This is an optimization exercise on Yosys and OpenROAD, whose aim is a short achievable clock period and low power, not a production implementation. Only simulation tests tie the RTL to the original design; equivalence was not proved. Power is estimated from default activity; no workload was simulated.

==> trial 19: inputs <==
// mips_exec_top
module mips_exec_top (
	input  logic                            clk,
	input  logic                            rst,
	input  logic                            instr_valid,
	input  logic [31:0]                     instruction,
	output logic                            wb_valid,
	output logic [mips_pkg::REG_ADDR_W-1:0] wb_reg,
	output logic [mips_pkg::DATA_W-1:0]     wb_data,
	output logic                            illegal
);
==> module alu, before the edit <==
module alu (
	input  logic [31:0] a,
	input  logic [31:0] b,            
	input  logic        sel_add,
	input  logic        sub,
	input  logic        sel_slt,
	input  logic        sel_sltu,
	input  logic        sel_and,
	input  logic        sel_or,
	input  logic        sel_xor,
	input  logic        sel_nor,
	input  logic        sel_sll,
	input  logic        sel_srl,
	input  logic        sel_sra,
	output logic [31:0] result
);
	logic [31:0] sum, logic_r, sh_in, sh_r, sh_out;
	logic [4:0]  amt;
	logic        fill;
	logic [31:0] g [6];
	logic [31:0] p [6];
	logic [32:0] carry;
	assign g[0] = a & b;
	assign p[0] = a ^ b;
	for (genvar l = 0; l < 5; l++) begin : g_ks
		for (genvar i = 0; i < 32; i++) begin : g_bit
			if (i >= (1 << l)) begin : g_op
				assign g[l+1][i] = g[l][i] | (p[l][i] & g[l][i-(1<<l)]);
				assign p[l+1][i] = p[l][i] & p[l][i-(1<<l)];
			end else begin : g_pass
				assign g[l+1][i] = g[l][i];
				assign p[l+1][i] = p[l][i];
			end
		end
	end
	assign carry[0] = sub;
	for (genvar i = 1; i <= 32; i++) begin : g_carry
		assign carry[i] = g[5][i-1] | (p[5][i-1] & sub);
	end
	assign sum   = p[0] ^ carry[31:0];
	assign logic_r = ({32{sel_and}}   & (a & b))
	               | ({32{sel_or}}    & (a | b))
	               | ({32{sel_xor}}   & (a ^ b))
	               | ({32{sel_nor}}   & ~(a | b));
	assign amt  = a[4:0] & {5{sel_sll | sel_srl | sel_sra}};  
	assign fill = sel_sra & b[31];
	always_comb begin
		for (int i = 0; i < 32; i++) sh_in[i] = sel_sll ? b[31-i] : b[i];
	end
	assign sh_r = 32'($signed({fill, sh_in}) >>> amt);
	always_comb begin
		for (int i = 0; i < 32; i++) sh_out[i] = sel_sll ? sh_r[31-i] : sh_r[i];
	end
	logic [31:0] rest;
	logic        early0;
	assign rest   = logic_r | ({32{sel_sll | sel_srl | sel_sra}} & sh_out);
	assign early0 = rest[0] | (sel_add & sum[0]) | (sel_slt & ~p[0][31] & a[31]);
	assign result = {({31{sel_add}} & sum[31:1]) | rest[31:1],
	                 early0 | (sel_slt & p[0][31] & ~carry[31]) | (sel_sltu & ~carry[32])};
endmodule
==> module hi_lo_unit, before the edit <==
module hi_lo_unit (
	input  logic        clk,
	input  logic        rst,
	input  logic        mult,
	input  logic        mult_signed,
	input  logic        mthi,
	input  logic        mtlo,
	input  logic [31:0] a,
	input  logic [31:0] b,
	output logic [31:0] hi,
	output logic [31:0] lo
);
	localparam int NPP = 17;  
	localparam int PPW = 35;  
	logic [34:0]        ax;   
	logic [34:0]        bx;   
	logic [NPP-1:0]     one, two, neg;
	logic [NPP:0]       bl;   
	logic [NPP*PPW-1:0] ppf;
	logic [63:0]        row_s, row_c, product;
	logic [63:0]        g [7];
	logic [63:0]        p [7];
	assign ax = {{3{mult_signed & a[31]}}, a};
	assign bx = {{3{mult_signed & b[31]}}, b};
	assign bl[0] = 1'b0;
	for (genvar j = 0; j < NPP; j++) begin : g_booth
		assign bl[j+1] = bx[2*j+1];
		assign one[j]  = mult & (bl[j] ^ bx[2*j]);
		assign two[j]  = mult & ((bx[2*j+1] & ~bx[2*j] & ~bl[j]) | (~bx[2*j+1] & bx[2*j] & bl[j]));
		assign neg[j]  = mult & bx[2*j+1] & ~(bx[2*j] & bl[j]);
		for (genvar i = 0; i < PPW; i++) begin : g_pp
			if (i == PPW - 1) begin : g_sign  
				assign ppf[j*PPW+i] = ~(((one[j] & ax[i]) | (two[j] & ax[i-1])) ^ neg[j]);
			end else if (i == 0) begin : g_lsb
				assign ppf[j*PPW+i] = (one[j] & ax[i]) ^ neg[j];
			end else begin : g_mid
				assign ppf[j*PPW+i] = ((one[j] & ax[i]) | (two[j] & ax[i-1])) ^ neg[j];
			end
		end
	end
	mult_tree u_tree (
		.ppf   (ppf),
		.neg   (neg),
		.row_s (row_s),
		.row_c (row_c)
	);
	assign g[0] = row_s & row_c;
	assign p[0] = row_s ^ row_c;
	for (genvar l = 0; l < 6; l++) begin : g_ks
		for (genvar i = 0; i < 64; i++) begin : g_bit
			if (i >= (1 << l)) begin : g_op
				assign g[l+1][i] = g[l][i] | (p[l][i] & g[l][i-(1<<l)]);
				assign p[l+1][i] = p[l][i] & p[l][i-(1<<l)];
			end else begin : g_pass
				assign g[l+1][i] = g[l][i];
				assign p[l+1][i] = p[l][i];
			end
		end
	end
	assign product = p[0] ^ {g[6][62:0], 1'b0};
	always_ff @(posedge clk) begin
		if (rst) begin
			hi <= '0;
			lo <= '0;
		end else if (mult) begin
			hi <= product[63:32];
			lo <= product[31:0];
		end else begin
			if (mthi) hi <= a;
			if (mtlo) lo <= a;
		end
	end
endmodule
clock: 12.0 ns
lec_check: 0
cap_margin: 40
core_margin: 2
core_utilization: 40
setup_slack_margin: 5
slew_margin: 40
standard.sh (not shown) runs the stock make flow with config.mk's settings and CLKGATE_MAP_FILE= SYNTH_SCRIPT=/design/flow/synth_recipe.tcl, a recipe that flattens the netlist after the stock synthesis.
==> flow/flow/run.sh <==
#!/bin/bash
# The standard layout (standard.sh, unchanged synthesis) with three changes:
#  - after floorplanning every register gets the 4x drive of its cell type,
#    which spends less energy per clock edge;
#  - the clock tree has a clkbuf_16 root and trunk, clkbuf_8 leaf buffers
#    driving clusters of up to 16 registers, and no dummy loads;
#  - timing repair aims at a setup margin of 7 ns.
set -euo pipefail
export RESULTS=$PWD/orfs/results/sky130hd/mips_exec_top/base
CTS="-sink_clustering_enable -repair_clock_nets -root_buf sky130_fd_sc_hd__clkbuf_16 -tree_buf sky130_fd_sc_hd__clkbuf_16 -sink_clustering_buffer sky130_fd_sc_hd__clkbuf_8 -buf_list sky130_fd_sc_hd__clkbuf_8 -sink_clustering_size 16 -sink_clustering_max_diameter 50 -dont_use_dummy_load"
bash standard.sh synth > synth.log 2>&1
bash standard.sh floorplan > floorplan.log 2>&1
openroad -no_init -exit flow/swap_flops.tcl > swap_flops.log 2>&1
bash standard.sh "CTS_ARGS=$CTS" SETUP_SLACK_MARGIN=7 finish > finish.log 2>&1
==> flow/flow/swap_flops.tcl <==
# Give every register the 4x drive of its cell type: same function, and
# dfxtp_4 spends less energy per clock edge than dfxtp_1.
read_liberty $::env(FLOW_HOME)/platforms/sky130hd/lib/sky130_fd_sc_hd__tt_025C_1v80.lib
set odb $::env(RESULTS)/2_floorplan.odb
read_db $odb
set n 0
foreach inst [get_cells *] {
  set ref [get_property $inst ref_name]
  if {$ref == "sky130_fd_sc_hd__dfxtp_1" || $ref == "sky130_fd_sc_hd__dfxtp_2"} {
    replace_cell $inst sky130_fd_sc_hd__dfxtp_4
    incr n
  }
}
puts "replaced $n registers"
write_db $odb
==> build 60 (differences from trial 19) <==
--- a/flow/design.v
+++ b/flow/design.v
@@ -225,5 +225,5 @@
 	logic [31:0] sum, logic_r, sh_in, sh_r, sh_out;
 	logic [4:0]  amt;
-	logic        fill;
+	logic        lt_s, lt_u, fill;
 	logic [31:0] g [6];
 	logic [31:0] p [6];
@@ -247,4 +247,6 @@
 	end
 	assign sum   = p[0] ^ carry[31:0];
+	assign lt_u  = ~carry[32];
+	assign lt_s  = (a[31] ^ ~b[31]) ? a[31] : sum[31];
 	assign logic_r = ({32{sel_and}}   & (a & b))
 	               | ({32{sel_or}}    & (a | b))
@@ -261,9 +263,7 @@
 	end
 	logic [31:0] rest;
-	logic        early0;
 	assign rest   = logic_r | ({32{sel_sll | sel_srl | sel_sra}} & sh_out);
-	assign early0 = rest[0] | (sel_add & sum[0]) | (sel_slt & ~p[0][31] & a[31]);
-	assign result = {({31{sel_add}} & sum[31:1]) | rest[31:1],
-	                 early0 | (sel_slt & p[0][31] & ~carry[31]) | (sel_sltu & ~carry[32])};
+	assign result = ({32{sel_add}} & sum)
+	              | {rest[31:1], rest[0] | (sel_slt & lt_s) | (sel_sltu & lt_u)};
 endmodule
 `default_nettype wire
@@ -288,8 +288,11 @@
 	logic [NPP:0]       bl;   
 	logic [NPP*PPW-1:0] ppf;
-	logic [63:0]        row_s, row_c, product;
-	logic [63:0]        g [7];
-	logic [63:0]        p [7];
-	assign ax = {{3{mult_signed & a[31]}}, a};
+	logic [63:0]        row_s, row_c;
+	logic [32:0]        lo_sum;
+	logic [31:0]        hi_s, hi_c;
+	logic               hi_ci;
+	logic [31:0] ma;
+	assign ma = a & {32{mult}};
+	assign ax = {{3{mult_signed & ma[31]}}, ma};
 	assign bx = {{3{mult_signed & b[31]}}, b};
 	assign bl[0] = 1'b0;
@@ -315,27 +318,25 @@
 		.row_c (row_c)
 	);
-	assign g[0] = row_s & row_c;
-	assign p[0] = row_s ^ row_c;
-	for (genvar l = 0; l < 6; l++) begin : g_ks
-		for (genvar i = 0; i < 64; i++) begin : g_bit
-			if (i >= (1 << l)) begin : g_op
-				assign g[l+1][i] = g[l][i] | (p[l][i] & g[l][i-(1<<l)]);
-				assign p[l+1][i] = p[l][i] & p[l][i-(1<<l)];
-			end else begin : g_pass
-				assign g[l+1][i] = g[l][i];
-				assign p[l+1][i] = p[l][i];
-			end
-		end
-	end
-	assign product = p[0] ^ {g[6][62:0], 1'b0};
+	assign lo_sum = {1'b0, row_s[31:0]} + {1'b0, row_c[31:0]};
+	logic [32:0] hi_sum;
+	assign hi_sum = {hi_s, 1'b1} + {hi_c, hi_ci};
+	assign hi     = hi_sum[32:1];
 	always_ff @(posedge clk) begin
 		if (rst) begin
-			hi <= '0;
-			lo <= '0;
+			hi_s  <= '0;
+			hi_c  <= '0;
+			hi_ci <= 1'b0;
+			lo    <= '0;
 		end else if (mult) begin
-			hi <= product[63:32];
-			lo <= product[31:0];
+			hi_s  <= row_s[63:32];
+			hi_c  <= row_c[63:32];
+			hi_ci <= lo_sum[32];
+			lo    <= lo_sum[31:0];
 		end else begin
-			if (mthi) hi <= a;
+			if (mthi) begin
+				hi_s  <= a;
+				hi_c  <= '0;
+				hi_ci <= 1'b0;
+			end
 			if (mtlo) lo <= a;
 		end
==> flow/flow/run.sh (replaced) <==
#!/bin/bash
# The standard layout (standard.sh, unchanged synthesis) with three changes:
#  - after floorplanning every register gets the 4x drive of its cell type,
#    which spends less energy per clock edge;
#  - the clock tree has a clkbuf_16 root and trunk and clkbuf_8 leaf buffers
#    driving clusters of up to 12 registers;
#  - timing repair aims at a setup margin of 6 ns.
set -euo pipefail
export RESULTS=$PWD/orfs/results/sky130hd/mips_exec_top/base
CTS="-sink_clustering_enable -repair_clock_nets -root_buf sky130_fd_sc_hd__clkbuf_16 -tree_buf sky130_fd_sc_hd__clkbuf_16 -sink_clustering_buffer sky130_fd_sc_hd__clkbuf_8 -buf_list sky130_fd_sc_hd__clkbuf_8 -sink_clustering_size 12 -sink_clustering_max_diameter 40"
bash standard.sh synth > synth.log 2>&1
bash standard.sh floorplan > floorplan.log 2>&1
openroad -no_init -exit flow/swap_flops.tcl > swap_flops.log 2>&1
bash standard.sh "CTS_ARGS=$CTS" SETUP_SLACK_MARGIN=6 finish > finish.log 2>&1
Settings changed: CAP_MARGIN 40 to 20, SLEW_MARGIN 40 to 20.
==> summary of the runs <==
Of trial 19 and build 60, build 60 has the higher power (gap about 22%, measured against build 60).
Between build 60 and trial 19, the lower final area is in build 60 (gap about 3.8%, measured against trial 19).
Of build 60 and trial 19, build 60 has the higher flip-flop and latch count (gap 33).
Of trial 19 and build 60, build 60 has the higher clock power (gap about 40%, measured against build 60).

---

==> inputs of trial 7 <==
Another version of the RTL of mips_exec_top (not shown whole).
==> flow/config.mk <==
export PLATFORM = sky130hd
export DESIGN_NAME = mips_exec_top
export DESIGN_NICKNAME = mips_exec_top
export VERILOG_FILES = /design/flow/design.v
export SDC_FILE = /design/flow/constraint.sdc
export NUM_CORES = 4
export LEC_CHECK = 0
export CAP_MARGIN = 20
export CORE_MARGIN = 2
export CORE_UTILIZATION = 45
export SETUP_SLACK_MARGIN = 5
export SLEW_MARGIN = 20
==> flow/constraint.sdc <==
create_clock -name core_clock -period 12.0 [get_ports {clk}]
set_input_delay 2.4000 -clock core_clock [delete_from_list [all_inputs] [get_ports {clk}]]
set_output_delay 2.4000 -clock core_clock [all_outputs]
set_load 0.01 [all_outputs]
==> flow/flow/run.sh <==
#!/bin/bash
# The standard layout (standard.sh, unchanged synthesis) with three changes:
#  - after floorplanning every register gets the 4x drive of its cell type,
#    which spends less energy per clock edge;
#  - the clock tree has a clkbuf_16 root and trunk, clkbuf_8 leaf buffers
#    driving clusters of up to 16 registers, and no dummy loads;
#  - timing repair aims at a setup margin of 7 ns.
set -euo pipefail
export RESULTS=$PWD/orfs/results/sky130hd/mips_exec_top/base
CTS="-sink_clustering_enable -repair_clock_nets -root_buf sky130_fd_sc_hd__clkbuf_16 -tree_buf sky130_fd_sc_hd__clkbuf_16 -sink_clustering_buffer sky130_fd_sc_hd__clkbuf_8 -buf_list sky130_fd_sc_hd__clkbuf_8 -sink_clustering_size 16 -sink_clustering_max_diameter 50 -dont_use_dummy_load"
bash standard.sh synth > synth.log 2>&1
bash standard.sh floorplan > floorplan.log 2>&1
openroad -no_init -exit flow/swap_flops.tcl > swap_flops.log 2>&1
bash standard.sh "CTS_ARGS=$CTS" SETUP_SLACK_MARGIN=7 finish > finish.log 2>&1
Scripts as last shown in full above: flow/flow/swap_flops.tcl
==> trial 98 (differences from trial 7) <==
--- a/flow/design.v
+++ b/flow/design.v
@@ -224,7 +224,7 @@
 );
 	logic [31:0] sum, logic_r, sh_in, sh_r, sh_out;
 	logic [4:0]  amt;
-	logic        fill;
+	logic        lt_s, lt_u, fill;
 	logic [31:0] g [6];
 	logic [31:0] p [6];
 	logic [32:0] carry;
@@ -246,6 +246,8 @@
 		assign carry[i] = g[5][i-1] | (p[5][i-1] & sub);
 	end
 	assign sum   = p[0] ^ carry[31:0];
+	assign lt_u  = ~carry[32];
+	assign lt_s  = (a[31] ^ ~b[31]) ? a[31] : sum[31];
 	assign logic_r = ({32{sel_and}}   & (a & b))
 	               | ({32{sel_or}}    & (a | b))
 	               | ({32{sel_xor}}   & (a ^ b))
@@ -260,11 +262,9 @@
 		for (int i = 0; i < 32; i++) sh_out[i] = sel_sll ? sh_r[31-i] : sh_r[i];
 	end
 	logic [31:0] rest;
-	logic        early0;
 	assign rest   = logic_r | ({32{sel_sll | sel_srl | sel_sra}} & sh_out);
-	assign early0 = rest[0] | (sel_add & sum[0]) | (sel_slt & ~p[0][31] & a[31]);
-	assign result = {({31{sel_add}} & sum[31:1]) | rest[31:1],
-	                 early0 | (sel_slt & p[0][31] & ~carry[31]) | (sel_sltu & ~carry[32])};
+	assign result = ({32{sel_add}} & sum)
+	              | {rest[31:1], rest[0] | (sel_slt & lt_s) | (sel_sltu & lt_u)};
 endmodule
 `default_nettype wire
 `default_nettype none
==> flow/flow/run.sh (replaced) <==
#!/bin/bash
# The standard layout (standard.sh, unchanged synthesis) with three changes:
#  - after floorplanning every register gets the 4x drive of its cell type,
#    which spends less energy per clock edge;
#  - the clock tree has a clkbuf_16 root and trunk, clkbuf_8 leaf buffers
#    driving clusters of up to 16 registers, and no dummy loads;
#  - timing repair aims at a setup margin of 6 ns.
set -euo pipefail
export RESULTS=$PWD/orfs/results/sky130hd/mips_exec_top/base
CTS="-sink_clustering_enable -repair_clock_nets -root_buf sky130_fd_sc_hd__clkbuf_16 -tree_buf sky130_fd_sc_hd__clkbuf_16 -sink_clustering_buffer sky130_fd_sc_hd__clkbuf_8 -buf_list sky130_fd_sc_hd__clkbuf_8 -sink_clustering_size 16 -sink_clustering_max_diameter 50 -dont_use_dummy_load"
bash standard.sh synth > synth.log 2>&1
bash standard.sh floorplan > floorplan.log 2>&1
openroad -no_init -exit flow/swap_flops.tcl > swap_flops.log 2>&1
bash standard.sh "CTS_ARGS=$CTS" SETUP_SLACK_MARGIN=6 finish > finish.log 2>&1
- CORE_UTILIZATION: 45 -> 40
==> results.json <==
{
  "status": "complete, no violations",
  "yosys.area_share.simple_pct": 11.69,
  "synth-compound-area-share_pct": 29.50,
  "final.min_clock_period_ns": 7.611
}
The numbers above come from trial 98.

==> results.json <==
{
  "synth-compound-area-share_pct": 30.07,
  "core_area_sq_um": 183500,
  "yosys.area_share.simple_pct": 10.92,
  "finalSetupViolCount": 0,
  "status": "complete, no violations",
  "worstHoldPathCells": 2
}
The numbers above come from trial 7.

port drivers added, routing unchanged:
No port has a modelled driver above. Below, the same layouts with a new extraction and two added sets of constraints.
Step 1 assumes that a clkbuf_16 drives the clock port and a buf_2 every other input.
Step 2 adds t to the input delays and takes it off the output delays; t is the mean of the earliest and latest rising clock arrival at the registers after step 1. Input paths then give back, and output paths get back, about the clock's delay inside the block.
Three values: no drivers, after step 1, after step 2; two values: the first two.
run	t, ns	setup WS [ns]	latest minus earliest clock arrival (ns)
trial 19	0.858	5.057 / 5.057 / 5.057	0.100 / 0.100
build 60	0.915	4.800 / 4.703 / 4.873	0.086 / 0.086
trial 7	0.879	4.442 / 4.442 / 4.442	0.100 / 0.100
trial 98	0.869	4.389 / 4.296 / 4.607	0.101 / 0.101
After both steps setup and hold are still met in every run listed.
